Background: an optimization exercise with open tools, aiming at small area. Do not read the settings as production practice. Only simulation tests tie the RTL to the original design; equivalence was not proved. Power figures rest on the tool's default switching activity, not on a simulated workload.

==> flow/design.v <==
`default_nettype none
package riscv_pkg;
    localparam int XLEN           = 32;
    localparam int REG_ADDR_WIDTH = 5;
    localparam int FUNCT3_WIDTH   = 3;
    typedef logic [XLEN-1:0]           word_t;      
    typedef logic [REG_ADDR_WIDTH-1:0] reg_addr_t;  
    typedef logic [FUNCT3_WIDTH-1:0]   funct3_t;    
    typedef enum logic [3:0] {
        ADD    = 4'd0,
        SUB    = 4'd1,
        SLL    = 4'd2,
        SLT    = 4'd3,
        SLTU   = 4'd4,
        XOR    = 4'd5,
        SRL    = 4'd6,
        SRA    = 4'd7,
        OR     = 4'd8,
        AND    = 4'd9,
        PASS_B = 4'd10   
    } alu_op_e;
    typedef enum logic [1:0] {
        FWD_NONE = 2'd0,  
        FWD_MEM  = 2'd1,  
        FWD_WB   = 2'd2   
    } forward_src_e;
    typedef enum logic [6:0] {
        OP_IMM    = 7'b0010011,
        OP_REG    = 7'b0110011,
        OP_LUI    = 7'b0110111,
        OP_AUIPC  = 7'b0010111,
        OP_BRANCH = 7'b1100011,
        OP_JAL    = 7'b1101111,
        OP_JALR   = 7'b1100111,
        OP_LOAD   = 7'b0000011,
        OP_STORE  = 7'b0100011
    } opcode_e;
    typedef enum logic [FUNCT3_WIDTH-1:0] {
        BEQ  = 3'b000,
        BNE  = 3'b001,
        BLT  = 3'b100,
        BGE  = 3'b101,
        BLTU = 3'b110,
        BGEU = 3'b111
    } funct3_branch_e;
    typedef struct packed {
        opcode_e opcode;
        alu_op_e alu_op;
        logic    alu_src;    
        logic    reg_write;
        logic    mem_read;
        logic    mem_write;
        logic    is_branch;
        logic    is_jump;    
        logic    is_jalr;
    } ctrl_t;
    typedef struct packed {
        word_t     pc;
        word_t     rs1_data;
        word_t     rs2_data;
        word_t     immediate;
        reg_addr_t rs1_addr;
        reg_addr_t rs2_addr;
        reg_addr_t rd_addr;
        funct3_t   funct3_for_branch;
        ctrl_t     ctrl;
        logic      valid_id_ex;
    } id_ex_reg_t;
    typedef struct packed {
        word_t     alu_result;    
        word_t     rs2_data_str;  
        reg_addr_t rd_addr;
        ctrl_t     ctrl;
        logic      valid_ex_mem;
    } ex_mem_reg_t;
endpackage
`default_nettype wire
`default_nettype none
module ex_pfx32
(
    input  logic [31:0] p,
    input  logic [31:0] g,
    output logic [31:0] co
);
    logic [31:0] G, P;
    integer l, j;
    always_comb begin
        G = g;
        P = p;
        for (l = 0; l < 5; l = l + 1)
            for (j = (2 << l) - 1; j < 32; j = j + (2 << l)) begin
                G[j] = G[j] | (P[j] & G[j - (1 << l)]);
                P[j] = P[j] & P[j - (1 << l)];
            end
        for (l = 3; l >= 0; l = l - 1)
            for (j = 3 * (1 << l) - 1; j < 32; j = j + (2 << l)) begin
                G[j] = G[j] | (P[j] & G[j - (1 << l)]);
                P[j] = P[j] & P[j - (1 << l)];
            end
        co = G;
    end
endmodule
module ex_skl32
(
    input  logic [31:0] p,
    input  logic [31:0] g,
    output logic [31:0] co
);
    logic [31:0] G, P, Gn, Pn;
    integer l, j;
    always_comb begin
        G = g;
        P = p;
        for (l = 0; l < 5; l = l + 1) begin
            Gn = G;
            Pn = P;
            for (j = 0; j < 32; j = j + 1)
                if (j & (1 << l)) begin
                    Gn[j] = G[j] | (P[j] & G[(j >> l << l) - 1]);
                    Pn[j] = P[j] & P[(j >> l << l) - 1];
                end
            G = Gn;
            P = Pn;
        end
        co = G;
    end
endmodule
module ex_top
(
    input  logic         clk,
    input  logic         rst_n,
    input  logic [164:0] id_ex_in,
    input  logic [31:0]  wb_write_data,
    input  logic [4:0]   wb_rd_addr,
    input  logic         wb_reg_write,
    input  logic         stall,
    input  logic         flush,
    output logic         branch_taken,
    output logic [31:0]  branch_target,
    output logic [87:0]  ex_mem_out
);
    logic [31:0] pc, rs1d, rs2d, imm;
    logic [4:0]  a1, a2;
    logic [2:0]  f3;
    logic [6:0]  opc;
    logic [3:0]  aop;
    logic        alu_src, is_jump, is_jalr, valid;
    assign pc      = id_ex_in[164:133];
    assign rs1d    = id_ex_in[132:101];
    assign rs2d    = id_ex_in[100:69];
    assign imm     = id_ex_in[68:37];
    assign a1      = id_ex_in[36:32];
    assign a2      = id_ex_in[31:27];
    assign f3      = id_ex_in[21:19];
    assign opc     = id_ex_in[18:12];
    assign aop     = id_ex_in[11:8];
    assign alu_src = id_ex_in[7];
    assign is_jump = id_ex_in[2];
    assign is_jalr = id_ex_in[1];
    assign valid   = id_ex_in[0];
    logic [87:0] q;
    logic [31:0] q_alu;
    logic [4:0]  q_rd;
    assign q_alu = q[87:56];
    assign q_rd  = q[23:19];
    assign ex_mem_out = q;
    logic mem_ok, wb_ok, m1, w1, n1, m2, w2, n2;
    logic [31:0] rs1f, rs2f;
    assign mem_ok = q[0] & q[6] & (|q_rd);
    assign wb_ok  = wb_reg_write & (|wb_rd_addr);
    assign m1 = mem_ok & (q_rd == a1);
    assign w1 = ~m1 & wb_ok & (wb_rd_addr == a1);
    assign n1 = ~m1 & ~w1;
    assign m2 = mem_ok & (q_rd == a2);
    assign w2 = ~m2 & wb_ok & (wb_rd_addr == a2);
    assign n2 = ~m2 & ~w2;
    assign rs1f = ({32{m1}} & q_alu) | ({32{w1}} & wb_write_data) | ({32{n1}} & rs1d);
    assign rs2f = ({32{m2}} & q_alu) | ({32{w2}} & wb_write_data) | ({32{n2}} & rs2d);
    logic op_jalr, op_jal, op_br, op_auipc;
    assign op_jalr  = (opc == 7'b1100111);
    assign op_jal   = (opc == 7'b1101111);
    assign op_br    = (opc == 7'b1100011);
    assign op_auipc = (opc == 7'b0010111);
    logic [31:0] tx, tsum, tco;
    assign tx = op_jalr ? rs1f : pc;
    ex_skl32 u_tpfx (.p(tx ^ imm), .g(tx & imm), .co(tco));
    assign tsum = (tx ^ imm) ^ {tco[30:0], 1'b0};
    assign branch_target = {tsum[31:1], tsum[0] & ~op_jalr};
    logic [31:0] cx, cy, ceq, cco;
    logic sgn, eq, lt, cond;
    assign sgn = ~f3[1];
    assign cx  = {rs1f[31] ^ sgn, rs1f[30:0]};
    assign cy  = {rs2f[31] ^ sgn, rs2f[30:0]};
    assign ceq = ~(cx ^ cy);
    ex_pfx32 u_cpfx (.p(ceq), .g(~cx & cy), .co(cco));
    assign eq   = &ceq;
    assign lt   = cco[31];
    assign cond = f3[2] ? (lt ^ f3[0]) : (~f3[1] & (eq ^ f3[0]));
    assign branch_taken = valid & ((op_br & cond) | op_jal | op_jalr);
    logic jump, sub, a_pc, a_rs, pass_b;
    logic [31:0] a, b, bx, ap, ag, aco, sum;
    assign jump   = is_jump | is_jalr;
    assign pass_b = (aop == 4'd10);
    assign a_pc   = jump | (op_auipc & ~pass_b);
    assign a_rs   = ~jump & ~op_auipc & ~pass_b;
    assign a  = ({32{a_pc}} & pc) | ({32{a_rs}} & rs1f);
    assign b  = jump ? 32'd4 : (alu_src ? imm : rs2f);
    assign sub = ~jump & ((aop == 4'd1) | (aop == 4'd3) | (aop == 4'd4));
    assign bx = b ^ {32{sub}};
    assign ap = a ^ bx;
    assign ag = a & bx;
    logic kill;
    assign kill = ~jump & ((aop == 4'd5) | (aop == 4'd8));
    ex_skl32 u_apfx (.p(ap), .g({ag[31:1] & {31{~kill}}, (ag[0] & ~kill) | (ap[0] & sub)}), .co(aco));
    assign sum = ap ^ {aco[30:0], sub};
    logic c_ltu, c_lt;
    assign c_ltu = ~aco[31];
    assign c_lt  = c_ltu ^ a[31] ^ b[31];
    logic is_sll;
    logic [31:0] sx, sl;
    logic [31:0] sh [0:5];
    logic fill;
    assign is_sll = (aop == 4'd2);
    assign fill   = (aop == 4'd7) & a[31];
    always_comb begin
        for (int i = 0; i < 32; i++) sx[i] = is_sll ? a[31 - i] : a[i];
        sh[0] = sx;
        for (int k = 0; k < 5; k++)
            for (int i = 0; i < 32; i++)
                sh[k+1][i] = b[k] ? ((i + (1 << k) < 32) ? sh[k][i + (1 << k)] : fill) : sh[k][i];
        for (int i = 0; i < 32; i++) sl[i] = sh[5][31 - i];
    end
    logic load, hold;
    assign load = ~flush & ~stall;
    assign hold = ~flush & stall;
    logic s_sum, s_sr, s_sl, s_g, s_lt, s_ltu;
    assign s_sum = load & (jump | (aop == 4'd0) | (aop == 4'd1) | pass_b | (aop == 4'd5) | (aop == 4'd8));
    assign s_sl  = load & ~jump & is_sll;
    assign s_sr  = load & ~jump & ((aop == 4'd6) | (aop == 4'd7));
    assign s_g   = load & ~jump & ((aop == 4'd9) | (aop == 4'd8));
    assign s_lt  = load & ~jump & (aop == 4'd3);
    assign s_ltu = load & ~jump & (aop == 4'd4);
    logic [31:0] alu_d;
    assign alu_d = ({32{s_sum}} & sum) | ({32{s_sr}} & sh[5]) | ({32{s_sl}} & sl)
                 | ({32{s_g}} & ag) | ({32{hold}} & q_alu)
                 | {31'd0, (s_lt & c_lt) | (s_ltu & c_ltu)};
    logic [55:0] lo_d;
    assign lo_d = {rs2f, id_ex_in[26:22], id_ex_in[18:1], valid};
    always_ff @(posedge clk or negedge rst_n) begin
        if (!rst_n) q <= '0;
        else        q <= {alu_d, ({56{load}} & lo_d) | ({56{hold}} & q[55:0])};
    end
endmodule
`default_nettype wire
==> flow/flow/run.sh <==
#!/bin/bash
# The standard layout with two changes:
#  - synthesis maps the logic with the ABC script in flow/abc_area_amap.script;
#    everything else in synthesis (synth_recipe.tcl, ORFS synth.tcl) is unchanged
#  - the ports are buffered with buf_1 instead of the resizer's default buffer
#  - clock tree: larger sink clusters and no dummy loads
set -euo pipefail
here=$(pwd)
sed "s#log_cmd abc {\*}\$abc_args#log_cmd abc {*}[lreplace \$abc_args 1 1 $here/flow/abc_area_amap.script]#" \
    "$FLOW_HOME/scripts/synth.tcl" > "$here/synth_amap.tcl"
grep -q abc_area_amap "$here/synth_amap.tcl"
sed "s#source \$::env(SCRIPTS_DIR)/synth.tcl#source $here/synth_amap.tcl#" synth_recipe.tcl > "$here/my_synth.tcl"
grep -q synth_amap "$here/my_synth.tcl"
export CTS_ARGS="-sink_clustering_enable -repair_clock_nets -dont_use_dummy_load -sink_clustering_size 30 -sink_clustering_max_diameter 100"
export BUFFER_PORTS_ARGS="-buffer_cell sky130_fd_sc_hd__buf_1"
bash standard.sh SYNTH_SCRIPT="$here/my_synth.tcl" finish > standard.log 2>&1
==> flow/flow/abc_area_amap.script <==
strash
dch
map -D 2100
topo
stime -c
buffer -c
upsize -c
dnsize -c
==> flow/standard.sh <==
#!/bin/bash
# synth_recipe.tcl (not shown) runs the flow's synth.tcl, then flattens the netlist and writes it again
# the make line also repeats each setting of config.mk as NAME=value (left out here)
make -C /OpenROAD-flow-scripts/flow DESIGN_CONFIG=/design/flow/config.mk WORK_HOME=/design/flow/orfs CLKGATE_MAP_FILE= SYNTH_SCRIPT=/design/flow/synth_recipe.tcl "${@:-finish}"
==> flow/config.mk <==
export PLATFORM = sky130hd
export DESIGN_NAME = ex_top
export DESIGN_NICKNAME = ex_top
export VERILOG_FILES = /design/flow/design.v
export SDC_FILE = /design/flow/constraint.sdc
export NUM_CORES = 4
export LEC_CHECK = 0
export ABC_AREA = 1
export CAP_MARGIN = 20
export CORE_MARGIN = 2
export CORE_UTILIZATION = 40
export PLACE_DENSITY = 0.8
export SLEW_MARGIN = 20
==> flow/constraint.sdc <==
create_clock -name core_clock -period 8.0 [get_ports {clk}]
set_input_delay 1.6000 -clock core_clock [delete_from_list [all_inputs] [get_ports {clk}]]
set_output_delay 1.6000 -clock core_clock [all_outputs]
set_load 0.01 [all_outputs]
==> results of run 1 <==
==> final cells by class <==
class                   instances  area share
flip-flops and latches         88       0.156
well taps                     390      0.0347
inverters                     215      0.0573
clock buffers                   9      0.0160
repair buffers                387       0.120
multi-input cells            1408       0.616
==> layer usage <==
metal | vias to the layer above | track usage
met3 | 137 | 0.0636
met4 | 0 | 0.118
met5 | - | 0
met2 | 1010 | 0.538
met1 | 7077 | 0.497
li1 | 6881 | -
==> report_power, final <==
group	internal [W]	total (W)	switching (W)	leakage [nW]
clock	0.000199	0.000378	0.000179	0.111
sequential	0.000479	0.000529	0.0000495	1.17
combinational	0.000302	0.000892	0.000590	5.18
==> Yosys cell counts (all sizes together) <==
| library cell | n | area, µm² |
|---|---|---|
| clkinv | 2 | 7.51 |
| a311oi | 1 | 15.0 |
| a31oi | 14 | 87.6 |
| a22o | 27 | 236 |
| o221ai | 8 | 70.1 |
| nor3b | 1 | 7.51 |
| a21o | 4 | 30.0 |
| o211ai | 35 | 268 |
| clkbuf | 66 | 248 |
| xor2 | 43 | 377 |
| o22ai | 1 | 6.26 |
| a31o | 1 | 8.76 |
| a2111oi | 1 | 8.76 |
| o21bai | 3 | 22.5 |
| a32oi | 1 | 8.76 |
| nand3 | 50 | 250 |
| a22oi | 76 | 616 |
| nand4 | 12 | 81.3 |
| nor3 | 20 | 121 |
| o21ai | 240 | 1210 |
| nand2 | 369 | 1390 |
| o21a | 5 | 37.5 |
| buf | 37 | 200 |
| nor2 | 133 | 529 |
| or2 | 10 | 62.6 |
| a21boi | 3 | 22.5 |
| dfrtp | 88 | 2200 |
| inv | 213 | 800 |
| nor4 | 3 | 18.8 |
| o2111ai | 19 | 166 |
| mux2i | 16 | 160 |
| ha | 100 | 1250 |
| a21oi | 110 | 551 |
| xnor2 | 47 | 412 |
| a211oi | 7 | 52.6 |
| and2 | 2 | 12.5 |
| fa | 5 | 100 |
| o31ai | 2 | 15.0 |
| a221oi | 39 | 360 |
==> stage by stage <==
stage | power (W) | setup TNS [ns]
after CTS | 0.00177 | 0
after floorplan | 0.00105 | 0
final | 0.00180 | 0
after detailed placement | 0.00139 | 0
after global routing | 0.00190 | -0.251
after global placement | 0.00138 | 0
==> how the worst min path moves through the flow <==
stage,from,to,cells past startpoint
global placement,q[1]$_DFF_PN0_,q[1]$_DFF_PN0_,2
CTS,q[2]$_DFF_PN0_,q[2]$_DFF_PN0_,2
floorplan,q[11]$_DFF_PN0_,q[11]$_DFF_PN0_,2
global route,q[38]$_DFF_PN0_,q[38]$_DFF_PN0_,2
detailed placement,q[2]$_DFF_PN0_,q[2]$_DFF_PN0_,2
finish,q[2]$_DFF_PN0_,q[2]$_DFF_PN0_,2
==> worst register-to-register path: cells and delay by family, from the launching register on <==
family	cells	cell delay (ns)
XOR/XNOR	2	0.33
AO/OA/AOI/OAI	10	2.26
flip-flops	1	0.47
AND/OR/NAND/NOR	11	1.96
buffers and inverters	2	0.50
adder cells (fa/ha/maj)	3	0.63
==> timing repair <==
action,4_1_cts,5_1_grt
endpoints found under the hold margin,0,0
resized for setup,0,17
hold buffers,0,0
setup endpoints to repair,0,16
setup buffers,0,1
==> kinds of logic after synthesis <==
kind of cell / after synthesis
and+or+nand+nor: 600
AOI/OAI and AO/OA: 597
buffers and inverters: 318
adders and majority gates: 105
xor gates and xnor gates: 90
DFF: 88
muxes: 16
==> key figures, run 1 <==
Status
  – Status: complete, no violations

Setup path
  – RR Startpoint: q[23]$_DFF_PN0_
  – Crit path required time: 6.40 ns
  – Buf/Inv on CP: 7
  – Slowest CP cell: a221oi_1
  – CP top delay family: simple AND/OR/NAND/NOR gates
  – Worst Setup SP: id_ex_in[28]
  – CP max stage delay: 0.73 ns
  – Worst Setup EP: branch_taken
  – Worst path cell trace: buf_1 -> xor2_1 -> nor3_1 -> nand3_1 -> inv_2 -> nor3_4 -> buf_4 -> a221oi_1 -> inv_1 -> ha_1 -> nand3_1 -> nor4_1 -> buf_4 -> a31oi_1 -> nor3b_1 -> buf_4 -> o2111ai_1 -> a211oi_1 -> buf_1
  – CP Depth: 19
  – Reg2reg path depth: 28
  – WP data arrival: 6.22 ns
  – Type of origin of the critical path: input pin
  – Worst reg2reg endpoint: q[56]$_DFF_PN0_
  – R2r setup slk: 1.72 ns
  – WS Path Type: input pin to output pin
  – Crit Path Max Fanout: 13
  – CP most frequent cell: buf_4
  – CP endpoint kind: output pin

Floorplan
  – Row count: 63
  – Full die area: 31500 µm²
  – Core Box Area: 29600 µm²
  – Io pins: 328
  – Initial core utilization: 0.406
  – Die Span Y: 177 µm
  – Die W: 177 µm

Layout
  – Nets@finish: 2421
  – Final core utilization: 0.475
  – Multi-input gate area: 8670 µm²
  – Top reg by flops: q
  – Layout Cells excl Fill: 2497
  – Biggest regs: q: 88 flops
  – Max FFs per register: 88
  – Layout area overhead: 17.1%
  – Fill cells: 3122
  – Most common cell after layout, fill and taps aside: nand2_1
  – Layout Cell Area excl Fill: 14100 µm²
  – Ant. Diodes: 0
  – Most frequent cells in the layout: nand2_1 (367), buf_1 (321), inv_1 (203), o21ai_0 (145), nor2_1 (123)
  – Seq. cell area: 2200 µm²
  – Layout cells sized above 1: 0.0645

Synthesis
  – Mapped Cells: 1814
  – Synth Area in Compound Gates: 0.315
  – Adder-cell share of the synthesized area: 0.112
  – Post-Synth XOR/XNOR Area: 0.0656
  – Synthesized flop and latch total: 88
  – Synth warnings: 4
  – Cell area after synthesis: 12000 µm²
  – Mux share of post-synthesis cell area: 0.0133
  – Seq/Total Area, Yosys: 0.183
  – Synth unique cells: 57
  – Avg Cell Area, Syn: 6.63 µm²
  – Main combinational cell family by area after synthesis: compound AO/OA/AOI/OAI gates
  – Post-synthesis simple-gate area fraction: 0.206

Global route
  – Initial antenna violation count: 0
  – First-pass GRT wire length: 84.7 mm
  – Total congestion overflow: 0
  – Global Route Usage Sum: 0.352
  – Largest net degree at the start of global routing: 62
  – Vias in the first global route: 14100

Clock tree
  – Clock sink count: 88
  – CTS tree: built
  – Root Buffer: clkbuf_16
  – Bufs on Longest Clock Path: 2
  – H-tree levels: 3
  – Worst-path clk slew: 0.07 ns
  – TritonCTS Buffers: 9
  – Clock latency on the worst-skew pair: 0.36 ns

Pwr
  – Maximum vdd drop: 0.0886 mV
  – LEAKAGE: 6.46 nW
  – Power per cell area: 128 nW/µm²

Worst hold path
  – Hold Crit Class: flop to flop

Placement
  – RePlAce Congestion: 1.07
  – Detailed-placement wirelength estimate: 45.9 mm
  – Dpl cell area: 13800 µm²
  – Buffers on Ports: 327
  – Placed Cells: 2487
  – Worst slack, placed: 0.0879 ns

Drt
  – Post-route ant nets: 0
  – Post-Route WL: 56.8 mm
  – Drt first pass iters: 6
  – Met2 WL: 24.9 mm
  – WL per Instance: 22.7 µm
  – Drt first-iter violations: 2037
  – Avg Vias per Cell: 6.05
  – Routed metal-1 wirelength: 23.2 mm
  – Top Layer Used: met4
  – Vias: 15100
  – DRC errors left: 0
  – Met3 routed WL: 6.73 mm

STA
  – Final setup margin: 0.184 ns
  – Finish-stage setup viols: 0
  – Tcrit/Tclk final: 0.977
  – Final Hold Viols: 0
  – Final Max Tran Viols: 0
  – Clock skew: 0.0185 ns
  – Max Clk Rate: 128 MHz
  – Hold WS: 0.480 ns
  – Tmin final: 7.82 ns
  – Worst-Margin Slew: 1.02 ns
  – RSZ-0062 raised after global routing: true
  – Slew margin rel.: 0.319

Flow run
  – Max Cap Viol: 0
==> run 2: changes to the inputs <==
--- a/flow/config.mk
+++ b/flow/config.mk
@@ -7,7 +7,6 @@
 export LEC_CHECK = 0
 export ABC_AREA = 1
-export CAP_MARGIN = 20
+export CAP_MARGIN = 5
 export CORE_MARGIN = 2
 export CORE_UTILIZATION = 40
-export PLACE_DENSITY = 0.8
-export SLEW_MARGIN = 20
+export SLEW_MARGIN = 5
==> key figures, run 2 <==
Status
  – Status: complete, no violations (unchanged)

Setup path
  – Worst Setup SP: id_ex_in[28] (unchanged)
  – Type of origin of the critical path: input pin (unchanged)
  – Crit path required time: 6.40 ns (about the same)
  – Crit Path Max Fanout: 13 (unchanged)
  – CP endpoint kind: output pin (unchanged)
  – RR Startpoint: q[22]$_DFF_PN0_ (was q[23]$_DFF_PN0_)
  – WP data arrival: 6.24 ns (was 6.22 ns)
  – Worst reg2reg endpoint: q[56]$_DFF_PN0_ (unchanged)
  – WS Path Type: input pin to output pin (unchanged)
  – Reg2reg path depth: 25 (was 28)
  – R2r setup slk: 1.97 ns (was 1.72 ns)
  – Worst Setup EP: branch_taken (unchanged)

Global route
  – Total congestion overflow: 0 (unchanged)
  – First-pass GRT wire length: 84.3 mm (was 84.7 mm)
  – Vias in the first global route: 13600 (was 14100)
  – Global Route Usage Sum: 0.357 (was 0.352)
  – Largest net degree at the start of global routing: 68 (was 62)
  – Initial antenna violation count: 2 (was 0)

Clock tree
  – Clock latency on the worst-skew pair: 0.36 ns (about the same)
  – TritonCTS Buffers: 9 (unchanged)
  – Clock sink count: 88 (unchanged)
  – CTS tree: built (unchanged)
  – Postcts setup bufs: 0 (unchanged)
  – H-tree levels: 3 (unchanged)
  – Bufs on Longest Clock Path: 2 (unchanged)
  – Worst-path clk slew: 0.07 ns (about the same)
  – Root Buffer: clkbuf_16 (unchanged)

Synthesis
  – Main area contributors after synthesis: dfrtp_1 (18%), nand2_1 (11%), ha_1 (10%), inv_1 (6.4%), o21ai_0 (6.0%) (unchanged)
  – EDFF count, synth: 0 (unchanged)
  – Avg Cell Area, Syn: 6.63 µm² (unchanged)
  – Cell area after synthesis: 12000 µm² (unchanged)
  – Post-synth top area share: 0.183 (unchanged)
  – Mapped Cells: 1814 (unchanged)
  – Synth unique cells: 57 (unchanged)
  – Seq/Total Area, Yosys: 0.183 (unchanged)
  – Count leader, synth: nand2_1 (unchanged)
  – Top cells by count, synth: nand2_1 (367), inv_1 (205), o21ai_0 (145) (unchanged)
  – Synth warnings: 4 (unchanged)
  – Ys async rst share: 1.00 (unchanged)
  – Synthesized flop and latch total: 88 (unchanged)
  – Top_reg_cell synth: dfrtp_1 (unchanged)
  – Post-synthesis cell type with the largest combined area: dfrtp_1 (unchanged)

Pwr
  – Maximum vdd drop: 0.108 mV (was 0.0886 mV)
  – Pwr Total: 0.00179 W (was 0.00180 W)
  – Seq pwr share: 0.294 (about the same)
  – Logic pwr share: 0.495 (was 0.496)
  – Power share of the clock group: 0.211 (was 0.210)
  – Cell internal pwr: 0.000976 W (was 0.000980 W)
  – LEAKAGE: 6.44 nW (was 6.46 nW)
  – Power per cell area: 128 nW/µm² (about the same)
  – P_sw: 0.000818 W (was 0.000819 W)
  – Sw frac: 0.456 (was 0.455)

STA
  – Tcrit/Tclk final: 0.980 (was 0.977)
  – Total negative slack: 0 ns (unchanged)
  – Finish-stage setup viols: 0 (unchanged)
  – Final Hold Viols: 0 (unchanged)
  – Max Clk Rate: 128 MHz (about the same)
  – Tmin final: 7.84 ns (was 7.82 ns)
  – Final Max Tran Viols: 0 (unchanged)
  – Worst-Margin Slew: 1.19 ns (was 1.02 ns)
  – Final setup margin: 0.162 ns (was 0.184 ns)
  – RSZ-0062 raised after global routing: true (unchanged)
  – Slew margin rel.: 0.205 (was 0.319)
  – Clock skew: 0.0135 ns (was 0.0185 ns)

Layout
  – Fill cells: 3241 (was 3122)
  – Nets@finish: 2416 (was 2421)
  – Layout cells sized above 1: 0.0618 (was 0.0645)
  – Layout area overhead: 16.9% (was 17.1%)
  – Final core utilization: 0.474 (was 0.475)
  – Top reg by flops: q (unchanged)
  – Most common cell after layout, fill and taps aside: nand2_1 (unchanged)
  – Most frequent cells in the layout: nand2_1 (367), buf_1 (321), inv_1 (204), o21ai_0 (145), nor2_1 (123) (was nand2_1 (367), buf_1 (321), inv_1 (203), o21ai_0 (145), nor2_1 (123))
  – Layout Cell Area excl Fill: 14000 µm² (was 14100 µm²)
  – Biggest regs: q: 88 flops (unchanged)
  – Seq. cell area: 2200 µm² (unchanged)
  – Max FFs per register: 88 (unchanged)
  – Multi-input gate area: 8670 µm² (about the same)

Floorplan
  – Initial core utilization: 0.406 (unchanged)
  – Core Box Area: 29600 µm² (unchanged)
  – Die W: 177 µm (unchanged)
  – Full die area: 31500 µm² (unchanged)
  – Row count: 63 (unchanged)
  – Die Span Y: 177 µm (unchanged)
  – Io pins: 328 (unchanged)

Flow run
  – Max Cap Viol: 0 (unchanged)

Drt
  – DRC errors left: 0 (unchanged)
  – Post-Route WL: 57.7 mm (was 56.8 mm)
  – Avg Vias per Cell: 5.89 (was 6.05)
  – Drt first-iter violations: 1672 (was 2037)
  – Vias: 14700 (was 15100)
  – Post-route ant nets: 0 (unchanged)
  – Drt first pass iters: 6 (unchanged)
  – WL per Instance: 23.1 µm (was 22.7 µm)

Worst hold path
  – Hold Crit Class: flop to flop (unchanged)

Placement
  – Detailed-placement wirelength estimate: 46.9 mm (was 45.9 mm)
  – Dpl cell area: 13800 µm² (about the same)
  – Worst slack, placed: 0.0412 ns (was 0.0879 ns)
  – RePlAce Congestion: 1.08 (was 1.07)
  – Buffers on Ports: 327 (unchanged)
run 2: cell counts after synthesis:
Identical to the previous run, type by type.
run 2: metrics by stage:
stage / instances / hold WS [ns]
floorplan: 1814 / 0.509
CTS: 2492 / 0.487
finish: 2494 / 0.481
global placement: 2483 / 0.457
detailed placement: 2483 / 0.469
global route: 2494 / 0.500
run 2: repair_timing:
action	CTS	global route
resized for setup	0	17
endpoints found under the setup margin	0	17
hold buffers	0	0
run 2: how the worst min path moves through the flow:
stage | start | end | slack (ns) | cells after the start
2_1_floorplan | q[11]$_DFF_PN0_ | q[11]$_DFF_PN0_ | 0.51 | 2
3_3_place_gp | q[2]$_DFF_PN0_ | q[2]$_DFF_PN0_ | 0.46 | 2
3_5_place_dp | q[11]$_DFF_PN0_ | q[11]$_DFF_PN0_ | 0.47 | 2
4_1_cts | q[30]$_DFF_PN0_ | q[30]$_DFF_PN0_ | 0.49 | 2
5_1_grt | q[30]$_DFF_PN0_ | q[30]$_DFF_PN0_ | 0.50 | 2
6_report | q[16]$_DFF_PN0_ | q[16]$_DFF_PN0_ | 0.48 | 2
run 2: layout make-up:
cell class                      count  share of cell area
Antenna cell                        2            0.000356
Clock buffer                        9              0.0160
Inverter                          215              0.0574
Multi-Input combinational cell   1408               0.617
Sequential cell                    88               0.157
Tap cell                          390              0.0347
Timing Repair Buffer              382               0.117
run 2: cell families (layout without fill, tap and decap cells):
group / Yosys count / in the layout / share of synthesized area
AOI/OAI and AO/OA: 597 / 597 / 0.315
and+or+nand+nor: 600 / 600 / 0.206
buffers and inverters: 318 / 606 / 0.104
other: 0 / 2 / 0
adders and majority gates: 105 / 105 / 0.112
muxes: 16 / 16 / 0.0133
xor gates and xnor gates: 90 / 90 / 0.0656
DFF: 88 / 88 / 0.183
run 2: critical path, stage by stage:
cell,delay [ns]
buf_1,0.10
xor2_1,0.16
nor3_1,0.22
nand3_1,0.13
inv_2,0.31
nor2_2,0.24
buf_4,0.25
a221oi_1,0.71
inv_1,0.13
ha_1,0.35
a21oi_1,0.18
nor2_1,0.06
a2111oi_0,0.59
buf_4,0.21
nand2_1,0.06
a21oi_1,0.15
xor2_1,0.15
nand2_1,0.08
o2111ai_1,0.11
a211oi_1,0.23
buf_1,0.19
run 2: routing by layer:
layer / vias to the layer above / routed length (µm) / GRT usage
met5: - / 0 / 0
met4: 0 / 1600 / 0.103
met3: 110 / 5490 / 0.0645
met2: 804 / 25800 / 0.564
met1: 6919 / 24800 / 0.498
li1: 6869 / - / -
run 2: power groups by stage:
stage	clock [W]	combinational, W	sequential [W]
finish	0.000378	0.000888	0.000528
global route	0.000399	0.000972	0.000530
CTS	0.000382	0.000863	0.000526
detailed placement	0	0.000858	0.000534
global placement	0	0.000856	0.000534
floorplan	0	0.000518	0.000529
==> run 3: changes to the inputs <==
--- a/flow/flow/run.sh
+++ b/flow/flow/run.sh
@@ -5,4 +5,5 @@
 #  - the ports are buffered with buf_1 instead of the resizer's default buffer
 #  - clock tree: larger sink clusters and no dummy loads
+#  - floorplan only removes synthesis buffers (no pre-placement upsizing)
 set -euo pipefail
 here=$(pwd)
@@ -13,4 +14,5 @@
 grep -q synth_amap "$here/my_synth.tcl"
 export CTS_ARGS="-sink_clustering_enable -repair_clock_nets -dont_use_dummy_load -sink_clustering_size 30 -sink_clustering_max_diameter 100"
+export REMOVE_ABC_BUFFERS=1
 export BUFFER_PORTS_ARGS="-buffer_cell sky130_fd_sc_hd__buf_1"
 bash standard.sh SYNTH_SCRIPT="$here/my_synth.tcl" finish > standard.log 2>&1
--- a/flow/config.mk
+++ b/flow/config.mk
@@ -7,6 +7,6 @@
 export LEC_CHECK = 0
 export ABC_AREA = 1
-export CAP_MARGIN = 5
+export CAP_MARGIN = 20
 export CORE_MARGIN = 2
 export CORE_UTILIZATION = 40
-export SLEW_MARGIN = 5
+export SLEW_MARGIN = 20
==> key figures, run 3 <==
Synthesis
  – Main area contributors after synthesis: dfrtp_1 (18%), nand2_1 (11%), ha_1 (10%), inv_1 (6.4%), o21ai_0 (6.0%) (unchanged)
  – Count leader, synth: nand2_1 (unchanged)
  – Seq/Total Area, Yosys: 0.183 (unchanged)
  – Mapped Cells: 1814 (unchanged)
  – Post-synthesis cell type with the largest combined area: dfrtp_1 (unchanged)
  – Synthesized flop and latch total: 88 (unchanged)
  – Avg Cell Area, Syn: 6.63 µm² (unchanged)
  – Top_reg_cell synth: dfrtp_1 (unchanged)
  – Top cells by count, synth: nand2_1 (367), inv_1 (205), o21ai_0 (145) (unchanged)
  – EDFF count, synth: 0 (unchanged)
  – Synth unique cells: 57 (unchanged)
  – Synth warnings: 4 (unchanged)
  – Post-synth top area share: 0.183 (unchanged)
  – Cell area after synthesis: 12000 µm² (unchanged)
  – Ys async rst share: 1.00 (unchanged)

Setup path
  – Crit Path Max Fanout: 5 (was 13)
  – WS Path Type: input pin to output pin (unchanged)
  – CP endpoint kind: output pin (unchanged)
  – Type of origin of the critical path: input pin (unchanged)
  – RR Startpoint: q[22]$_DFF_PN0_ (unchanged)
  – Crit path required time: 6.40 ns (about the same)
  – WP data arrival: 6.15 ns (was 6.24 ns)
  – Worst Setup SP: id_ex_in[32] (was id_ex_in[28])

Floorplan
  – Die W: 177 µm (unchanged)
  – Core Box Area: 29600 µm² (unchanged)
  – Initial core utilization: 0.406 (unchanged)
  – Row count: 63 (unchanged)
  – Die Span Y: 177 µm (unchanged)
  – Full die area: 31500 µm² (unchanged)
  – Io pins: 328 (unchanged)

Clock tree
  – Bufs on Longest Clock Path: 2 (unchanged)
  – Hold_buf cts: 0 (unchanged)
  – CTS tree: built (unchanged)
  – Root Buffer: clkbuf_16 (unchanged)
  – Clock sink count: 88 (unchanged)
  – TritonCTS Buffers: 9 (unchanged)
  – Worst-path clk slew: 0.08 ns (was 0.07 ns)
  – H-tree levels: 3 (unchanged)
  – Clock latency on the worst-skew pair: 0.36 ns (about the same)

Layout
  – Biggest regs: q: 88 flops (unchanged)
  – Layout area overhead: 17.8% (was 16.9%)
  – Nets@finish: 2429 (was 2416)
  – Most common cell after layout, fill and taps aside: nand2_1 (unchanged)
  – Fill cells: 3238 (was 3241)
  – Top reg by flops: q (unchanged)
  – Layout cells sized above 1: 0.0709 (was 0.0618)
  – Most frequent cells in the layout: nand2_1 (367), buf_1 (320), inv_1 (203), o21ai_0 (143), nor2_1 (123) (was nand2_1 (367), buf_1 (321), inv_1 (204), o21ai_0 (145), nor2_1 (123))
  – Ant. Diodes: 0 (was 2)
  – Max FFs per register: 88 (unchanged)

Drt
  – Post-route ant nets: 0 (unchanged)
  – Avg Vias per Cell: 5.80 (was 5.89)
  – Vias: 14500 (was 14700)
  – DRC errors left: 0 (unchanged)
  – Post-Route WL: 52.3 mm (was 57.7 mm)
  – Drt first-iter violations: 1482 (was 1672)
  – WL per Instance: 20.9 µm (was 23.1 µm)
  – Drt first pass iters: 5 (was 6)

Global route
  – Total congestion overflow: 0 (unchanged)
  – Global Route Usage Sum: 0.325 (was 0.357)
  – Largest net degree at the start of global routing: 67 (was 68)
  – First-pass GRT wire length: 78.5 mm (was 84.3 mm)
  – Initial antenna violation count: 0 (was 2)
  – Vias in the first global route: 13500 (was 13600)

Pwr
  – LEAKAGE: 6.51 nW (was 6.44 nW)
  – Power per cell area: 126 nW/µm² (was 128 nW/µm²)
  – Pwr Total: 0.00178 W (was 0.00179 W)
  – Maximum vdd drop: 0.106 mV (was 0.108 mV)

STA
  – Tmin final: 7.75 ns (was 7.84 ns)
  – Clock skew: 0.0172 ns (was 0.0135 ns)
  – Worst-Margin Slew: 0.977 ns (was 1.19 ns)
  – Max Clk Rate: 129 MHz (was 128 MHz)
  – Hold WS: 0.476 ns (was 0.481 ns)
  – Slew margin rel.: 0.348 (was 0.205)
  – Final Max Tran Viols: 0 (unchanged)
  – RSZ-0062 raised after global routing: true (unchanged)
  – Final Hold Viols: 0 (unchanged)
  – Tcrit/Tclk final: 0.969 (was 0.980)
  – Finish-stage setup viols: 0 (unchanged)

Flow run
  – Max Cap Viol: 0 (unchanged)

Worst hold path
  – Worst hold path startpoint: q[1]$_DFF_PN0_ (was q[16]$_DFF_PN0_)
  – Hold Crit Class: flop to flop (unchanged)

Placement
  – Detailed-placement wirelength estimate: 41.1 mm (was 46.9 mm)
  – RePlAce Congestion: 0.984 (was 1.08)
  – Buffers on Ports: 327 (unchanged)

Status
  – Status: complete, no violations (unchanged)
-- run 3: cell counts after synthesis --
No cell type changed its count.
-- run 3: final cells by class --
| cell class | instances | area [µm²] | share of cell area |
|---|---|---|---|
| inverter | 215 | 810 | 0.0571 |
| multi-input combinational | 1408 | 8690 | 0.614 |
| timing repair buffer | 395 | 1750 | 0.123 |
| tap | 390 | 488 | 0.0344 |
| clock buffer | 9 | 225 | 0.0159 |
| sequential | 88 | 2200 | 0.155 |
-- run 3: path summary, 6_finish.rpt --
path / to / slack, ns / cells after the start
setup / recovery: branch_target[17] / 0.25 / 28
hold / removal: q[1]$_DFF_PN0_ / 0.48 / 2
setup reg to reg: q[56]$_DFF_PN0_ / 2.04 / 28
hold reg to reg: q[1]$_DFF_PN0_ / 0.48 / 2
max in group asynchronous: q[49]$_DFF_PN0_ / 5.45 / 2
min in group asynchronous: q[24]$_DFF_PN0_ / 1.20 / 1
-- run 3: what timing repair did --
| item | 4_1_cts | 5_1_grt |
|---|---|---|
| setup endpoints to repair | 12 | 16 |
| gates cloned | 0 | 0 |
| gates resized for setup | 2 | 27 |
| pin swaps | 0 | 14 |
| buffers inserted | 0 | 4 |
-- run 3: cell families after synthesis --
family / after synthesis / synth area share
buffers and inverters: 318 / 0.104
adders and majority gates: 105 / 0.112
xor gates and xnor gates: 90 / 0.0656
AOI/OAI and AO/OA: 597 / 0.315
DFF: 88 / 0.183
and+or+nand+nor: 600 / 0.206
muxes: 16 / 0.0133
-- run 3: where the power goes --
group / internal (W) / switching [W] / leakage, nW
registers: 0.000479 / 0.0000411 / 1.17
logic: 0.000305 / 0.000565 / 5.22
clock network: 0.000199 / 0.000191 / 0.111
-- run 3: worst max-delay path, stage by stage --
cell and delay (ns):
buf_1 0.11, xnor2_1 0.19, nand4_2 0.16, nor2_4 0.18, nor2_4 0.07, buf_4 0.13, a22oi_1 0.13, nand2_1 0.11
inv_2 0.08, o21ai_1 0.08, ha_2 0.19, fa_2 0.36, a21o_1 0.16, a21o_1 0.19, a31oi_2 0.24, nor2_1 0.07
nor2_1 0.15, inv_1 0.07, a21o_4 0.23, a31oi_4 0.22, o21bai_2 0.10, a21oi_2 0.19, o21ai_2 0.09, a21oi_2 0.22
inv_4 0.11, fa_1 0.41, xor2_1 0.15, clkbuf_2 0.14
-- run 3: through the flow --
step                      worst slack (ns)  setup TNS, ns  cells   util  cell area, µm²
final                                0.248              0   2505  0.478           14200
after global routing               -0.0437         -0.188   2505  0.478           14200
after CTS                          0.00233              0   2501  0.474           14100
after detailed placement            -0.115         -0.812   2492  0.467           13800
after global placement             0.00636              0   2492  0.467           13800
after floorplan                     0.0493              0   1711      -           11600
-- run 3: routing by layer --
layer,GRT usage,routed length (µm)
met1,0.456,23300
met2,0.506,23100
met3,0.0572,4450
met4,0.0997,1460
met5,0,0
==> run 4: changes to the inputs <==
==> flow/flow/abc_area_amap.script (replaced) <==
strash
dch
map -D 2100
topo
==> key figures, run 4 <==
STA
  – RSZ-0062 raised after global routing: true (unchanged)
  – Slew margin rel.: 0.280 (was 0.348)
  – Tmin final: 7.85 ns (was 7.75 ns)
  – Final Hold Viols: 0 (unchanged)
  – Hold WS: 0.474 ns (was 0.476 ns)
  – Clock skew: 0.0231 ns (was 0.0172 ns)
  – Worst-Margin Slew: 1.07 ns (was 0.977 ns)
  – Final Max Tran Viols: 0 (unchanged)
  – Tcrit/Tclk final: 0.981 (was 0.969)
  – Finish-stage setup viols: 0 (unchanged)
  – Max Clk Rate: 127 MHz (was 129 MHz)
  – Total negative slack: 0 ns (unchanged)

Layout
  – Biggest regs: q: 88 flops (unchanged)
  – Fill cells: 3018 (was 3238)
  – Max FFs per register: 88 (unchanged)
  – Layout cells sized above 1: 0.0866 (was 0.0709)
  – Top reg by flops: q (unchanged)
  – Most frequent cells in the layout: nand2_1 (369), buf_1 (320), o21ai_0 (233), clkinv_1 (211), nor2_1 (126) (was nand2_1 (367), buf_1 (320), inv_1 (203), o21ai_0 (143), nor2_1 (123))
  – Final core utilization: 0.511 (was 0.478)
  – Nets@finish: 2451 (was 2429)
  – Most common cell after layout, fill and taps aside: nand2_1 (unchanged)
  – Layout area overhead: 24.7% (was 17.8%)
  – Ant. Diodes: 0 (unchanged)

Setup path
  – Slowest CP cell: fa_2 (was fa_1)
  – RR Startpoint: q[19]$_DFF_PN0_ (was q[22]$_DFF_PN0_)
  – CP max stage delay: 0.52 ns (was 0.41 ns)
  – Crit path required time: 6.40 ns (about the same)
  – Type of origin of the critical path: input pin (unchanged)
  – WS Path Type: input pin to output pin (unchanged)
  – CP endpoint kind: output pin (unchanged)
  – WP data arrival: 6.25 ns (was 6.15 ns)
  – CP most frequent cell: buf_6
  – Crit Path Max Fanout: 7 (was 5)
  – Worst Setup SP: id_ex_in[32] (unchanged)

Synthesis
  – Post-synthesis cell type with the largest combined area: dfrtp_1 (unchanged)
  – Top_reg_cell synth: dfrtp_1 (unchanged)
  – Count leader, synth: nand2_1 (unchanged)
  – Main area contributors after synthesis: dfrtp_1 (19%), nand2_1 (12%), ha_1 (11%), o21ai_0 (10%), clkinv_1 (7.0%) (was dfrtp_1 (18%), nand2_1 (11%), ha_1 (10%), inv_1 (6.4%), o21ai_0 (6.0%))
  – Cell area after synthesis: 11500 µm² (was 12000 µm²)
  – Mapped Cells: 1711 (was 1814)
  – Synthesized flop and latch total: 88 (unchanged)
  – Ys async rst share: 1.00 (unchanged)
  – Post-synth top area share: 0.192 (was 0.183)
  – Seq/Total Area, Yosys: 0.192 (was 0.183)
  – Synth warnings: 4 (unchanged)
  – Synth unique cells: 36 (was 57)
  – Avg Cell Area, Syn: 6.70 µm² (was 6.63 µm²)
  – EDFF count, synth: 0 (unchanged)
  – Top cells by count, synth: nand2_1 (369), o21ai_0 (240), clkinv_1 (215) (was nand2_1 (367), inv_1 (205), o21ai_0 (145))

Floorplan
  – Io pins: 328 (unchanged)
  – Die W: 173 µm (was 177 µm)
  – Row count: 61 (was 63)
  – Die Span Y: 173 µm (was 177 µm)
  – Initial core utilization: 0.409 (was 0.406)
  – Core Box Area: 28000 µm² (was 29600 µm²)
  – Full die area: 30000 µm² (was 31500 µm²)

Drt
  – DRC errors left: 0 (unchanged)
  – Post-Route WL: 51.7 mm (was 52.3 mm)
  – Avg Vias per Cell: 5.80 (about the same)
  – Drt first pass iters: 6 (was 5)
  – Post-route ant nets: 0 (unchanged)
  – WL per Instance: 20.6 µm (was 20.9 µm)
  – Drt first-iter violations: 1460 (was 1482)
  – Vias: 14600 (was 14500)

Pwr
  – Maximum vdd drop: 0.0933 mV (was 0.106 mV)
  – Pwr Total: 0.00180 W (was 0.00178 W)
  – LEAKAGE: 5.92 nW (was 6.51 nW)
  – Power per cell area: 126 nW/µm² (about the same)

Global route
  – Largest net degree at the start of global routing: 81 (was 67)
  – Global Route Usage Sum: 0.334 (was 0.325)
  – Vias in the first global route: 13700 (was 13500)
  – First-pass GRT wire length: 78.8 mm (was 78.5 mm)
  – Total congestion overflow: 0 (unchanged)
  – Initial antenna violation count: 0 (unchanged)

Clock tree
  – TritonCTS Buffers: 9 (unchanged)
  – H-tree levels: 3 (unchanged)
  – Clock latency on the worst-skew pair: 0.37 ns (was 0.36 ns)
  – Clock sink count: 88 (unchanged)
  – Worst-path clk slew: 0.07 ns (was 0.08 ns)
  – Hold_buf cts: 0 (unchanged)
  – Root Buffer: clkbuf_16 (unchanged)
  – CTS tree: built (unchanged)
  – Bufs on Longest Clock Path: 2 (unchanged)

Placement
  – Buffers on Ports: 327 (unchanged)
  – RePlAce Congestion: 1.04 (was 0.984)
  – Detailed-placement wirelength estimate: 40.3 mm (was 41.1 mm)

Worst hold path
  – Hold Crit Class: flop to flop (unchanged)
  – Worst hold path startpoint: q[1]$_DFF_PN0_ (unchanged)

Flow run
  – Max Cap Viol: 0 (unchanged)

Status
  – Status: complete, no violations (unchanged)
[run 4: report_power, final]
group,total (W),internal (W),switching [W]
Sequential,0.000521,0.000479,0.0000416
Combinational,0.000885,0.000323,0.000562
Clock,0.000393,0.000199,0.000194
[run 4: logic make-up after synthesis]
kind of cell | Yosys count | synth area share
AOI/OAI and AO/OA | 597 | 0.327
xor gates and xnor gates | 90 | 0.0687
adders and majority gates | 105 | 0.118
buffers and inverters | 215 | 0.0704
DFF | 88 | 0.192
muxes | 16 | 0.0140
and+or+nand+nor | 600 | 0.210
[run 4: final timing paths]
check / to / slack, ns / cells past startpoint
worst max-delay path: branch_target[16] / 0.15 / 29
worst max register to register: q[56]$_DFF_PN0_ / 1.66 / 27
max in group asynchronous: q[32]$_DFF_PN0_ / 5.56 / 2
min in group asynchronous: q[2]$_DFF_PN0_ / 1.30 / 1
worst min register to register: q[1]$_DFF_PN0_ / 0.47 / 2
worst min-delay path: q[1]$_DFF_PN0_ / 0.47 / 2
[run 4: final cells by class]
class	count	area, µm²	area share
Clock buffer	9	225	0.0157
Sequential cell	88	2200	0.154
Inverter	215	808	0.0565
Tap cell	378	473	0.0331
Timing Repair Buffer	417	1930	0.135
Multi-Input combinational cell	1408	8660	0.605
[run 4: timing repair]
action	CTS	global route
pin swaps	5	20
buffers inserted	10	4
gates resized for setup	15	39
hold endpoints to repair	0	0
setup endpoints to repair	15	16
[run 4: layer usage]
layer / GRT usage / routed length [µm] / vias up
li1: - / - / 6949
met1: 0.465 / 22600 / 6846
met2: 0.537 / 23200 / 728
met3: 0.0467 / 4730 / 73
met4: 0.0985 / 1180 / 0
met5: 0 / 0 / -
[run 4: worst max-delay path, delay by kind of cell]
kind	cells	cell delay (ns)
AND/OR/NAND/NOR	5	0.56
XOR/XNOR	1	0.12
adder cells (fa/ha/maj)	3	1.09
AO/OA/AOI/OAI	11	1.83
buffers and inverters	9	1.04
[run 4: stage by stage]
| stage | instances | cell area (µm²) | setup WS (ns) |
|---|---|---|---|
| 5_1_grt | 2515 | 14300 | -0.0334 |
| 3_5_place_dp | 2492 | 13800 | -0.313 |
| 3_3_place_gp | 2492 | 13800 | -0.209 |
| 4_1_cts | 2511 | 14200 | 0.00145 |
| 6_report | 2515 | 14300 | 0.148 |
| 2_1_floorplan | 1711 | 11500 | -1.79 |
==> run 5: changes to the inputs <==
--- a/flow/flow/run.sh
+++ b/flow/flow/run.sh
@@ -5,5 +5,4 @@
 #  - the ports are buffered with buf_1 instead of the resizer's default buffer
 #  - clock tree: larger sink clusters and no dummy loads
-#  - floorplan only removes synthesis buffers (no pre-placement upsizing)
 set -euo pipefail
 here=$(pwd)
@@ -14,5 +13,4 @@
 grep -q synth_amap "$here/my_synth.tcl"
 export CTS_ARGS="-sink_clustering_enable -repair_clock_nets -dont_use_dummy_load -sink_clustering_size 30 -sink_clustering_max_diameter 100"
-export REMOVE_ABC_BUFFERS=1
 export BUFFER_PORTS_ARGS="-buffer_cell sky130_fd_sc_hd__buf_1"
 bash standard.sh SYNTH_SCRIPT="$here/my_synth.tcl" finish > standard.log 2>&1
==> flow/flow/abc_area_amap.script (replaced) <==
strash
dch
map -D 2100
topo
stime -c
buffer -c
upsize -c
dnsize -c
--- a/flow/config.mk
+++ b/flow/config.mk
@@ -10,3 +10,4 @@
 export CORE_MARGIN = 2
 export CORE_UTILIZATION = 40
+export SETUP_SLACK_MARGIN = 0.05
 export SLEW_MARGIN = 20
==> key figures, run 5 <==
Setup path
  – Reg2reg path depth: 27 (unchanged)
  – CP max stage delay: 0.72 ns (was 0.52 ns)
  – WS Path Type: input pin to output pin (unchanged)
  – Worst path cell trace: buf_1 -> xor2_1 -> nor3_1 -> nand3_1 -> inv_2 -> nor2_2 -> buf_4 -> a221oi_1 -> inv_1 -> ha_1 -> a21oi_1 -> nor2_1 -> a2111oi_0 -> buf_4 -> nand2_1 -> a21oi_1 -> xor2_1 -> nand2_1 -> o2111ai_1 -> a211oi_1 -> buf_1
  – Crit Path Max Fanout: 13 (was 7)
  – CP endpoint kind: output pin (unchanged)
  – RR Startpoint: q[19]$_DFF_PN0_ (unchanged)
  – Crit path required time: 6.40 ns (about the same)
  – Worst Setup SP: id_ex_in[28] (was id_ex_in[32])
  – WP data arrival: 6.20 ns (was 6.25 ns)
  – Slowest CP cell: a221oi_1 (was fa_2)
  – Type of origin of the critical path: input pin (unchanged)

Drt
  – Drt first pass iters: 6 (unchanged)
  – WL per Instance: 22.9 µm (was 20.6 µm)
  – Avg Vias per Cell: 5.88 (was 5.80)
  – Vias: 14700 (was 14600)
  – Post-Route WL: 57.3 mm (was 51.7 mm)
  – DRC errors left: 0 (unchanged)
  – Drt first-iter violations: 1597 (was 1460)
  – Post-route ant nets: 0 (unchanged)

Floorplan
  – Full die area: 31500 µm² (was 30000 µm²)
  – Die W: 177 µm (was 173 µm)
  – Row count: 63 (was 61)
  – Core Box Area: 29600 µm² (was 28000 µm²)
  – Initial core utilization: 0.406 (was 0.409)
  – Io pins: 328 (unchanged)
  – Die Span Y: 177 µm (was 173 µm)

Synthesis
  – Avg Cell Area, Syn: 6.63 µm² (was 6.70 µm²)
  – Synth unique cells: 57 (was 36)
  – Count leader, synth: nand2_1 (unchanged)
  – Post-synth top area share: 0.183 (was 0.192)
  – Mapped Cells: 1814 (was 1711)
  – Seq/Total Area, Yosys: 0.183 (was 0.192)
  – Main area contributors after synthesis: dfrtp_1 (18%), nand2_1 (11%), ha_1 (10%), inv_1 (6.4%), o21ai_0 (6.0%) (was dfrtp_1 (19%), nand2_1 (12%), ha_1 (11%), o21ai_0 (10%), clkinv_1 (7.0%))
  – EDFF count, synth: 0 (unchanged)
  – Post-synthesis cell type with the largest combined area: dfrtp_1 (unchanged)
  – Ys async rst share: 1.00 (unchanged)
  – Cell area after synthesis: 12000 µm² (was 11500 µm²)
  – Top_reg_cell synth: dfrtp_1 (unchanged)
  – Synthesized flop and latch total: 88 (unchanged)
  – Synth warnings: 4 (unchanged)
  – Top cells by count, synth: nand2_1 (367), inv_1 (205), o21ai_0 (145) (was nand2_1 (369), o21ai_0 (240), clkinv_1 (215))

Worst hold path
  – Hold path depth: 2 (unchanged)
  – Worst hold path startpoint: q[11]$_DFF_PN0_ (was q[1]$_DFF_PN0_)
  – Hold Crit Class: flop to flop (unchanged)

STA
  – Total negative slack: 0 ns (unchanged)
  – Tmin final: 7.80 ns (was 7.85 ns)
  – RSZ-0062 raised after global routing: false (was true)
  – Hold WS: 0.478 ns (was 0.474 ns)
  – Tcrit/Tclk final: 0.975 (was 0.981)
  – Slew margin rel.: 0.228 (was 0.280)
  – Worst-Margin Slew: 1.15 ns (was 1.07 ns)
  – Max Clk Rate: 128 MHz (was 127 MHz)
  – Final Max Tran Viols: 0 (unchanged)
  – Finish-stage setup viols: 0 (unchanged)
  – Clock skew: 0.00944 ns (was 0.0231 ns)
  – Final Hold Viols: 0 (unchanged)

Layout
  – Layout cells sized above 1: 0.0636 (was 0.0866)
  – Top reg by flops: q (unchanged)
  – Most frequent cells in the layout: nand2_1 (367), buf_1 (322), inv_1 (204), o21ai_0 (145), nor2_1 (123) (was nand2_1 (369), buf_1 (320), o21ai_0 (233), clkinv_1 (211), nor2_1 (126))
  – Max FFs per register: 88 (unchanged)
  – Nets@finish: 2420 (was 2451)
  – Layout area overhead: 17.4% (was 24.7%)
  – Biggest regs: q: 88 flops (unchanged)
  – Most common cell after layout, fill and taps aside: nand2_1 (unchanged)

Clock tree
  – Root Buffer: clkbuf_16 (unchanged)
  – TritonCTS Buffers: 9 (unchanged)
  – Worst-path clk slew: 0.06 ns (was 0.07 ns)
  – Clock sink count: 88 (unchanged)
  – Bufs on Longest Clock Path: 2 (unchanged)
  – Clock latency on the worst-skew pair: 0.36 ns (was 0.37 ns)
  – Hold_buf cts: 0 (unchanged)
  – H-tree levels: 3 (unchanged)
  – CTS tree: built (unchanged)

Global route
  – Initial antenna violation count: 3 (was 0)
  – Global Route Usage Sum: 0.356 (was 0.334)
  – First-pass GRT wire length: 83.3 mm (was 78.8 mm)
  – Vias in the first global route: 13600 (was 13700)
  – Largest net degree at the start of global routing: 68 (was 81)
  – Total congestion overflow: 0 (unchanged)

Placement
  – RePlAce Congestion: 1.08 (was 1.04)
  – Detailed-placement wirelength estimate: 46.9 mm (was 40.3 mm)
  – Buffers on Ports: 327 (unchanged)

Flow run
  – Max Cap Viol: 0 (unchanged)

Status
  – Status: complete, no violations (unchanged)

Pwr
  – Maximum vdd drop: 0.107 mV (was 0.0933 mV)
  – Power per cell area: 127 nW/µm² (was 126 nW/µm²)
  – LEAKAGE: 6.47 nW (was 5.92 nW)
run 5: cell count changes after synthesis, moves of 66 or more:
| cell | change |
|---|---|
| clkinv_1 | -213 |
| inv_1 | +205 |
| o21ai_0 | -95 |
| o21ai_1 | +93 |
| clkbuf_1 | +66 |
run 5: repair_timing:
item	in CTS	in global routing
resized for setup	0	18
setup endpoints to repair	0	17
buffers inserted	0	3
run 5: per-layer routing:
metal / vias up / GRT usage / wire, µm
li1: 6887 / - / -
met1: 6913 / 0.483 / 24600
met2: 761 / 0.548 / 25200
met3: 128 / 0.0801 / 5460
met4: 0 / 0.137 / 1960
met5: - / 0 / 0
run 5: stage by stage:
step	setup WS [ns]	utilization	instances	total power (W)	instance area, µm²
5_1_grt	0.0483	0.476	2498	0.00190	14100
3_5_place_dp	0.0848	0.465	2484	0.00139	13800
3_3_place_gp	0.0609	0.464	2483	0.00139	13800
2_1_floorplan	0.486	-	1814	0.00105	12000
6_report	0.196	0.476	2500	0.00179	14100
4_1_cts	0.0645	0.473	2493	0.00177	14000
run 5: cells by family (layout without fill, tap and decap cells):
group           Yosys count  after routing  synth area share
compound gates          597            597             0.315
xor+xnor                 90             90            0.0656
fa+ha+maj               105            105             0.112
buf+inv                 318            610             0.104
flops                    88             88             0.183
mux                      16             16            0.0133
other cells               0              4                 0
simple gates            600            600             0.206
run 5: worst paths after layout:
check	to	slack, ns
min in group asynchronous	q[2]$_DFF_PN0_	1.25
worst max-delay path	branch_taken	0.20
max in group asynchronous	q[65]$_DFF_PN0_	5.56
worst min-delay path	q[11]$_DFF_PN0_	0.48
worst min register to register	q[11]$_DFF_PN0_	0.48
worst max register to register	q[56]$_DFF_PN0_	1.88
run 5: power breakdown:
part	internal [W]	total, W	switching, W
clock network	0.000198	0.000375	0.000177
registers	0.000479	0.000528	0.0000485
logic	0.000301	0.000890	0.000588
run 5: cell type report:
type | instances | area (µm²)
Clock buffer | 9 | 225
Timing Repair Buffer | 386 | 1700
Sequential cell | 88 | 2200
Tap cell | 390 | 488
Antenna cell | 4 | 10.0
Multi-Input combinational cell | 1408 | 8680
Inverter | 215 | 807
Fill cell | 3265 | 15500
run 5: critical path: cells and delay by family:
kind | cells | cell delay (ns)
adder cells (fa/ha/maj) | 1 | 0.35
XOR/XNOR | 2 | 0.31
AND/OR/NAND/NOR | 6 | 0.79
buffers and inverters | 6 | 1.19
AO/OA/AOI/OAI | 6 | 1.95
==> run 6: changes to the inputs <==
--- a/flow/config.mk
+++ b/flow/config.mk
@@ -10,4 +10,4 @@
 export CORE_MARGIN = 2
 export CORE_UTILIZATION = 40
-export SETUP_SLACK_MARGIN = 0.05
+export SETUP_SLACK_MARGIN = 0.1
 export SLEW_MARGIN = 20
==> key figures, run 6 <==
Status
  – Status: complete, no violations (unchanged)

Synthesis
  – Top cells by count, synth: nand2_1 (367), inv_1 (205), o21ai_0 (145) (unchanged)
  – Main area contributors after synthesis: dfrtp_1 (18%), nand2_1 (11%), ha_1 (10%), inv_1 (6.4%), o21ai_0 (6.0%) (unchanged)
  – Seq/Total Area, Yosys: 0.183 (unchanged)
  – Count leader, synth: nand2_1 (unchanged)
  – Post-synth top area share: 0.183 (unchanged)
  – Ys async rst share: 1.00 (unchanged)
  – Synth unique cells: 57 (unchanged)
  – Post-synthesis cell type with the largest combined area: dfrtp_1 (unchanged)
  – Cell area after synthesis: 12000 µm² (unchanged)
  – Mapped Cells: 1814 (unchanged)
  – Avg Cell Area, Syn: 6.63 µm² (unchanged)
  – Synthesized flop and latch total: 88 (unchanged)
  – Top_reg_cell synth: dfrtp_1 (unchanged)
  – Synth warnings: 4 (unchanged)
  – EDFF count, synth: 0 (unchanged)

Global route
  – Global Route Usage Sum: 0.356 (unchanged)
  – Largest net degree at the start of global routing: 68 (unchanged)
  – Total congestion overflow: 0 (unchanged)
  – Vias in the first global route: 13600 (unchanged)
  – First-pass GRT wire length: 83.3 mm (unchanged)
  – Initial antenna violation count: 3 (unchanged)

Flow run
  – Max Cap Viol: 0 (unchanged)

Placement
  – Buffers on Ports: 327 (unchanged)
  – Detailed-placement wirelength estimate: 46.9 mm (unchanged)
  – Worst slack, placed: 0.0848 ns (unchanged)
  – RePlAce Congestion: 1.08 (unchanged)

Drt
  – Drt first pass iters: 5 (was 6)
  – Post-Route WL: 57.3 mm (about the same)
  – DRC errors left: 0 (unchanged)
  – WL per Instance: 22.9 µm (about the same)
  – Vias: 14600 (was 14700)
  – Drt first-iter violations: 1668 (was 1597)
  – Post-route ant nets: 0 (unchanged)
  – Avg Vias per Cell: 5.85 (was 5.88)

STA
  – Max Clk Rate: 131 MHz (was 128 MHz)
  – Tcrit/Tclk final: 0.956 (was 0.975)
  – Worst-Margin Slew: 1.05 ns (was 1.15 ns)
  – Final Hold Viols: 0 (unchanged)
  – Final Max Tran Viols: 0 (unchanged)
  – Total negative slack: 0 ns (unchanged)
  – Final setup margin: 0.348 ns (was 0.196 ns)
  – Slew margin rel.: 0.298 (was 0.228)
  – RSZ-0062 raised after global routing: false (unchanged)
  – Clock skew: 0.0100 ns (was 0.00944 ns)
  – Tmin final: 7.65 ns (was 7.80 ns)
  – Finish-stage setup viols: 0 (unchanged)

Pwr
  – Pwr Total: 0.00179 W (about the same)
  – Maximum vdd drop: 0.107 mV (about the same)
  – LEAKAGE: 6.48 nW (was 6.47 nW)
  – Power per cell area: 127 nW/µm² (about the same)

Layout
  – Layout area overhead: 17.8% (was 17.4%)
  – Nets@finish: 2420 (unchanged)
  – Most common cell after layout, fill and taps aside: nand2_1 (unchanged)
  – Most frequent cells in the layout: nand2_1 (367), buf_1 (320), inv_1 (204), o21ai_0 (144), nor2_1 (123) (was nand2_1 (367), buf_1 (322), inv_1 (204), o21ai_0 (145), nor2_1 (123))
  – Biggest regs: q: 88 flops (unchanged)
  – Max FFs per register: 88 (unchanged)
  – Final core utilization: 0.478 (was 0.476)
  – Layout cells sized above 1: 0.0689 (was 0.0636)
  – Top reg by flops: q (unchanged)

Clock tree
  – CTS tree: built (unchanged)
  – Clock sink count: 88 (unchanged)
  – Root Buffer: clkbuf_16 (unchanged)
  – TritonCTS Buffers: 9 (unchanged)
  – Hold_buf cts: 0 (unchanged)
  – H-tree levels: 3 (unchanged)
  – Worst-path clk slew: 0.06 ns (about the same)
  – Bufs on Longest Clock Path: 2 (unchanged)
  – Clock latency on the worst-skew pair: 0.36 ns (about the same)

Setup path
  – WS Path Type: input pin to output pin (unchanged)
  – Type of origin of the critical path: input pin (unchanged)
  – Worst reg2reg endpoint: q[56]$_DFF_PN0_ (unchanged)
  – Worst Setup EP: branch_taken (unchanged)
  – RR Startpoint: q[23]$_DFF_PN0_ (was q[19]$_DFF_PN0_)
  – Worst Setup SP: id_ex_in[28] (unchanged)
  – Crit path required time: 6.40 ns (about the same)
  – R2r setup slk: 1.93 ns (was 1.88 ns)
  – WP data arrival: 6.05 ns (was 6.20 ns)
  – Crit Path Max Fanout: 13 (unchanged)
  – Reg2reg path depth: 27 (unchanged)
  – CP endpoint kind: output pin (unchanged)

Floorplan
  – Full die area: 31500 µm² (unchanged)
  – Io pins: 328 (unchanged)
  – Core Box Area: 29600 µm² (unchanged)
  – Initial core utilization: 0.406 (unchanged)
  – Die Span Y: 177 µm (unchanged)
  – Die W: 177 µm (unchanged)
  – Row count: 63 (unchanged)

Worst hold path
  – Hold Crit Class: flop to flop (unchanged)
[run 6: cell counts after synthesis]
No cell type changed its count.
[run 6: report_power, final]
group | leakage [nW] | internal, W | switching (W)
Clock | 0.111 | 0.000198 | 0.000174
Sequential | 1.17 | 0.000479 | 0.0000479
Combinational | 5.20 | 0.000303 | 0.000591
[run 6: layer usage]
layer / up-vias / routed length [µm] / GRT usage
met4: 0 / 1860 / 0.137
li1: 6880 / - / -
met5: - / 0 / 0
met1: 6891 / 24500 / 0.483
met3: 111 / 5470 / 0.0801
met2: 737 / 25400 / 0.548
[run 6: critical path: stages]
cell,delay [ns]
buf_1,0.10
xor2_1,0.17
nor3_1,0.23
nand3_1,0.13
inv_2,0.32
nor2_2,0.24
buf_4,0.26
a221oi_1,0.72
inv_1,0.10
ha_1,0.22
a21oi_1,0.15
nor2_1,0.06
a2111oi_0,0.57
buf_4,0.21
nand2_1,0.06
a21oi_1,0.15
xor2_1,0.14
nand2_1,0.08
o2111ai_1,0.11
a211oi_1,0.22
buf_1,0.20
[run 6: area by class of cell]
class / instances / area, µm²
antenna: 4 / 10.0
tap: 390 / 488
clock buffer: 9 / 225
inverter: 215 / 807
timing repair buffer: 386 / 1700
sequential: 88 / 2200
multi-input combinational: 1408 / 8730
fill: 3263 / 15500
[run 6: kinds of logic (layout without fill, tap and decap cells)]
family                   after synthesis  after routing  share of synthesized area
AO/OA/AOI/OAI                        597            597                      0.315
buffers and inverters                318            610                      0.104
other                                  0              4                          0
AND/OR/NAND/NOR                      600            600                      0.206
multiplexers                          16             16                     0.0133
adder cells (fa/ha/maj)              105            105                      0.112
XOR/XNOR                              90             90                     0.0656
flip-flops                            88             88                      0.183
[run 6: stage by stage]
stage               instance area, µm²  hold WS [ns]  instances
floorplan                        12000         0.509       1814
CTS                              14000         0.476       2493
detailed placement               13800         0.459       2484
global placement                 13800         0.457       2483
finish                           14200         0.479       2500
global route                     14200         0.508       2498
[run 6: worst min path at each step]
stage | startpoint | to | slack [ns] | cells past startpoint
2_1_floorplan | q[11]$_DFF_PN0_ | q[11]$_DFF_PN0_ | 0.51 | 2
3_3_place_gp | q[2]$_DFF_PN0_ | q[2]$_DFF_PN0_ | 0.46 | 2
3_5_place_dp | q[11]$_DFF_PN0_ | q[11]$_DFF_PN0_ | 0.46 | 2
4_1_cts | q[11]$_DFF_PN0_ | q[11]$_DFF_PN0_ | 0.48 | 2
5_1_grt | q[2]$_DFF_PN0_ | q[2]$_DFF_PN0_ | 0.51 | 2
6_report | q[11]$_DFF_PN0_ | q[11]$_DFF_PN0_ | 0.48 | 2
[run 6: timing repair]
| item | CTS | global route |
|---|---|---|
| pin swaps | 0 | 11 |
| hold endpoints to repair | 0 | 0 |
| setup endpoints to repair | 4 | 17 |
| setup buffers | 0 | 3 |
| gates resized for setup | 1 | 30 |

-- separate check: timing with driven ports --
The results above use ideal ports. As a check the final layouts listed here were re-extracted and re-timed, cells and wires unchanged.
Step 1, drivers: a clkbuf_16 drives clk and a buf_2 each remaining input, both assumed.
Step 2 adds t to the input delays and takes it off the output delays; t is the mean of the earliest and latest rising clock arrival at the registers after step 1. Input paths then give back, and output paths get back, about the clock's delay inside the block.
Slacks: no drivers / after step 1 / after step 2; pairs: no drivers / after step 1.
run | t, ns | setup WS [ns] | hold slack, ns | worst register clock-pin slew, ns
run 1 | 0.398 | 0.184 / 0.156 / 0.156 | 0.480 / 0.480 / 0.480 | 0.08 / 0.08
run 2 | 0.405 | 0.162 / 0.121 / 0.121 | 0.481 / 0.481 / 0.481 | 0.07 / 0.07
run 3 | 0.406 | 0.248 / 0.227 / 0.227 | 0.476 / 0.476 / 0.476 | 0.08 / 0.08
run 4 | 0.402 | 0.148 / 0.124 / 0.124 | 0.474 / 0.474 / 0.474 | 0.08 / 0.08
run 5 | 0.402 | 0.196 / 0.160 / 0.160 | 0.478 / 0.478 / 0.478 | 0.07 / 0.07
run 6 | 0.400 | 0.348 / 0.311 / 0.311 | 0.479 / 0.479 / 0.479 | 0.07 / 0.07
After both steps setup and hold are still met in every run listed. For run 2, which loses most, drivers alone change the setup slack by -0.041 ns; drivers and shift together by -0.041 ns.
